This design comes from an exercise in tuning for small area on the open sky130 flow, not from production work.
At most, simulation tests tie the RTL to the original design; equivalence was not proved.
Power figures rest on the tool's default switching activity, not on a simulated workload.

==> module tft_timing, before the edit <==
module tft_timing (
	input  logic               clk,
	input  logic               n_reset,
	output tft_pkg::tft_sync_t sync,
	output logic               flush,
	output logic               first,
	output logic               near_stb
);
logic [2:0] div_cnt;
logic       pixel_stb;
logic [4:0] h_cnt;
logic [2:0] v_cnt;
logic       div_end;
assign div_end = &div_cnt;
always_ff @(posedge clk, negedge n_reset) begin
	if (!n_reset) begin
		div_cnt   <= '0;
		pixel_stb <= 1'b0;
		h_cnt     <= 5'd12;
		v_cnt     <= 3'd6;
	end else begin
		div_cnt   <= div_cnt + 1'b1;
		pixel_stb <= div_end;
		if (div_end) begin
			if (&h_cnt) begin
				h_cnt <= 5'd12;
				v_cnt <= v_cnt + 1'b1;
			end else
				h_cnt <= h_cnt + 1'b1;
		end
	end
end
assign sync  = {pixel_stb, ~h_cnt[4], v_cnt[2] & v_cnt[1]};
assign flush = v_cnt == 3'd6;
assign first = div_cnt == 3'd1;
assign near_stb = div_cnt == 3'd0 | div_cnt[2] & (div_cnt[1] | div_cnt[0]);
endmodule
==> module tft_fetch, before the edit <==
module tft_fetch (
	input  logic                clk,
	input  logic                n_reset,
	input  tft_pkg::tft_sync_t  sync,
	input  logic                flush,
	input  logic                first,
	input  logic                near_stb,
	output tft_pkg::mem_req_t   mem,
	input  logic                rdy,
	input  logic                ifrdy,
	input  tft_pkg::rgb565_t    data,
	output tft_pkg::tft_pixel_t pixel,
	output logic                underrun
);
logic        req;
logic        accept;
logic        keep;
logic        pop;
logic        avail;
logic        shift;
logic [2:0]  beat;    
logic [2:0]  level;   
logic [2:0]  wp;      
logic [2:0]  rp;      
logic        show;    
logic        de;
logic [6:0]  ofs;     
logic [15:0] store [4];
logic [15:0] shown;
assign accept = req & rdy;
assign keep   = ifrdy & ~beat[2] & ~(beat[1] & beat[0]) & ~flush;
assign pop    = sync.pixel_stb & ~sync.hblank & ~sync.vblank;
assign avail  = (wp != rp) | keep;
assign shift  = pop & avail;
assign req = ~flush & (~level[2] & ~level[1] | level == 3'd2 & show & near_stb);
always_ff @(posedge clk, negedge n_reset) begin
	if (!n_reset)
		beat <= '0;
	else if (ifrdy)
		beat <= beat + 1'b1;
end
always_ff @(posedge clk, negedge n_reset) begin
	if (!n_reset) begin
		de   <= 1'b0;
		show <= 1'b0;
	end else begin
		de <= ~sync.hblank & ~sync.vblank;
		if (sync.pixel_stb)
			show <= shift;
	end
end
always_ff @(posedge clk) begin
	if (flush) begin
		level <= '0;
		wp    <= '0;
		rp    <= '0;
		ofs   <= '0;
	end else begin
		level <= level + (accept ? 3'd3 : 3'd0) - ((sync.pixel_stb & show) ? 3'd1 : 3'd0);
		if (keep)
			wp <= wp + 1'b1;
		if (shift)
			rp <= rp + 1'b1;
		if (accept)
			ofs <= ofs + 7'd3;
	end
end
always_ff @(posedge clk) begin
	if (keep)
		store[wp[1:0]] <= data;
end
always_comb begin
	shown = '0;
	for (int i = 0; i < 4; i++)
		if (show && rp[1:0] == 2'(i + 1))
			shown = shown | store[i];
end
assign mem      = {req, 4'hf, 13'd0, ofs};
assign pixel    = {shown[15:11], 3'b000, shown[10:5], 2'b00, shown[4:0], 3'b000, de};
assign underrun = de & ~show & first;
endmodule
export LEC_CHECK = 0
export CAP_MARGIN = 20
export CORE_MARGIN = 2
export CORE_UTILIZATION = 40
export SLEW_MARGIN = 20
create_clock -name core_clock -period 10.0 [get_ports {clk}]
standard.sh (not shown) runs the stock make flow with config.mk's settings and CLKGATE_MAP_FILE= SYNTH_SCRIPT=/design/flow/synth_recipe.tcl, a recipe that flattens the netlist after the stock synthesis.
==> flow/flow/run.sh <==
#!/bin/bash
# Standard ORFS layout with three changes: ports are buffered with buf_1,
# constants come from one tie cell per value, and CTS adds no dummy loads.
set -euo pipefail
export BUFFER_PORTS_ARGS="-buffer_cell sky130_fd_sc_hd__buf_1"
export SKIP_REPAIR_TIE_FANOUT=1
export CTS_ARGS="-sink_clustering_enable -repair_clock_nets -dont_use_dummy_load"
bash standard.sh synth > synth.log 2>&1
bash standard.sh "BUFFER_PORTS_ARGS=$BUFFER_PORTS_ARGS" "SKIP_REPAIR_TIE_FANOUT=$SKIP_REPAIR_TIE_FANOUT" "CTS_ARGS=$CTS_ARGS" finish > layout.log 2>&1
The baseline completed with no timing, DRC or antenna violations.
Change:
--- a/flow/design.v
+++ b/flow/design.v
@@ -31,36 +31,25 @@
 	output logic               flush,
 	output logic               first,
 	output logic               near_stb
 );
-logic [2:0] div_cnt;
-logic       pixel_stb;
-logic [4:0] h_cnt;
-logic [2:0] v_cnt;
-logic       div_end;
-assign div_end = &div_cnt;
+logic [10:0] cnt;
+logic [10:0] cnt_inc;
+logic [2:0]  div;
+logic [2:0]  line;
+assign cnt_inc = cnt + 1'b1;
+assign div     = cnt[2:0];
+assign line    = cnt[10:8];
 always_ff @(posedge clk, negedge n_reset) begin
-	if (!n_reset) begin
-		div_cnt   <= '0;
-		pixel_stb <= 1'b0;
-		h_cnt     <= 5'd12;
-		v_cnt     <= 3'd6;
-	end else begin
-		div_cnt   <= div_cnt + 1'b1;
-		pixel_stb <= div_end;
-		if (div_end) begin
-			if (&h_cnt) begin
-				h_cnt <= 5'd12;
-				v_cnt <= v_cnt + 1'b1;
-			end else
-				h_cnt <= h_cnt + 1'b1;
-		end
-	end
+	if (!n_reset)
+		cnt <= '0;
+	else
+		cnt <= {cnt_inc[10:7], cnt_inc[6:5] | {2{~cnt_inc[7]}}, cnt_inc[4:0]};
 end
-assign sync  = {pixel_stb, ~h_cnt[4], v_cnt[2] & v_cnt[1]};
-assign flush = v_cnt == 3'd6;
-assign first = div_cnt == 3'd1;
-assign near_stb = div_cnt == 3'd0 | div_cnt[2] & (div_cnt[1] | div_cnt[0]);
+assign sync     = {div == 3'd0 & (cnt[7] | cnt[6]), ~cnt[7], ~line[2] & ~line[1]};
+assign flush    = line == 3'd0;
+assign first    = div == 3'd1;
+assign near_stb = div == 3'd0 | div[2] & (div[1] | div[0]);
 endmodule
 `timescale 1ns/1ps
 module tft_fetch (
 	input  logic                clk,
@@ -95,9 +84,10 @@
 assign keep   = ifrdy & ~beat[2] & ~(beat[1] & beat[0]) & ~flush;
 assign pop    = sync.pixel_stb & ~sync.hblank & ~sync.vblank;
 assign avail  = (wp != rp) | keep;
 assign shift  = pop & avail;
-assign req = ~flush & (~level[2] & ~level[1] | level == 3'd2 & show & near_stb);
+assign level = ofs[2:0] - rp + {2'b00, show};
+assign req   = ~flush & (~level[2] & ~level[1] | level == 3'd2 & show & near_stb);
 always_ff @(posedge clk, negedge n_reset) begin
 	if (!n_reset)
 		beat <= '0;
 	else if (ifrdy)
@@ -114,14 +104,12 @@
 	end
 end
 always_ff @(posedge clk) begin
 	if (flush) begin
-		level <= '0;
-		wp    <= '0;
-		rp    <= '0;
-		ofs   <= '0;
+		wp  <= '0;
+		rp  <= '0;
+		ofs <= '0;
 	end else begin
-		level <= level + (accept ? 3'd3 : 3'd0) - ((sync.pixel_stb & show) ? 3'd1 : 3'd0);
 		if (keep)
 			wp <= wp + 1'b1;
 		if (shift)
 			rp <= rp + 1'b1;
Result:
- The changed run finished with timing, DRC and antenna clean
- power fell by 32%
- final area went down by 3.4%
- wire length shrinks by 6.1%
- die area drops by 4.2%
- utilization came out higher by 0.68 points
- maximum frequency is lower by 13%
- combinational power drops by 86%
- register-to-register slack is better by 220 ps
- final cell count goes down by 6.4%
- global-route usage goes down by 0.47 points
- non-clock buffer count grows by 2
The RTL of the first run of this note was laid out without a check of its function.

-- port drivers added, routing unchanged --
Ports are ideal in the flow. The routed layouts listed here were re-timed in OpenROAD.
Step 1 sets driving cells, clkbuf_16 on the clock port and buf_2 on the other inputs (assumed; they add their load-dependent delay and slew).
Step 2 times the ports against the registers' clock, not the clock port: input delays grow and output delays shrink by t, the midpoint of the rising clock arrivals with the driver on.
Slacks: no drivers / after step 1 / after step 2; pairs: no drivers / after step 1.
| run | shift t [ns] | setup WS [ns] | worst setup path at the end | latest minus earliest clock arrival (ns) | cell pins on the clock port's net |
|---|---|---|---|---|---|
| the first run | 0.391 | 5.853 / 5.818 / 6.181 | input to register | 0.034 / 0.035 | 1 |
| the second run | 0.372 | 5.243 / 5.210 / 5.583 | register to output | 0.026 / 0.027 | 1 |
After both steps setup and hold are still met in every run listed.
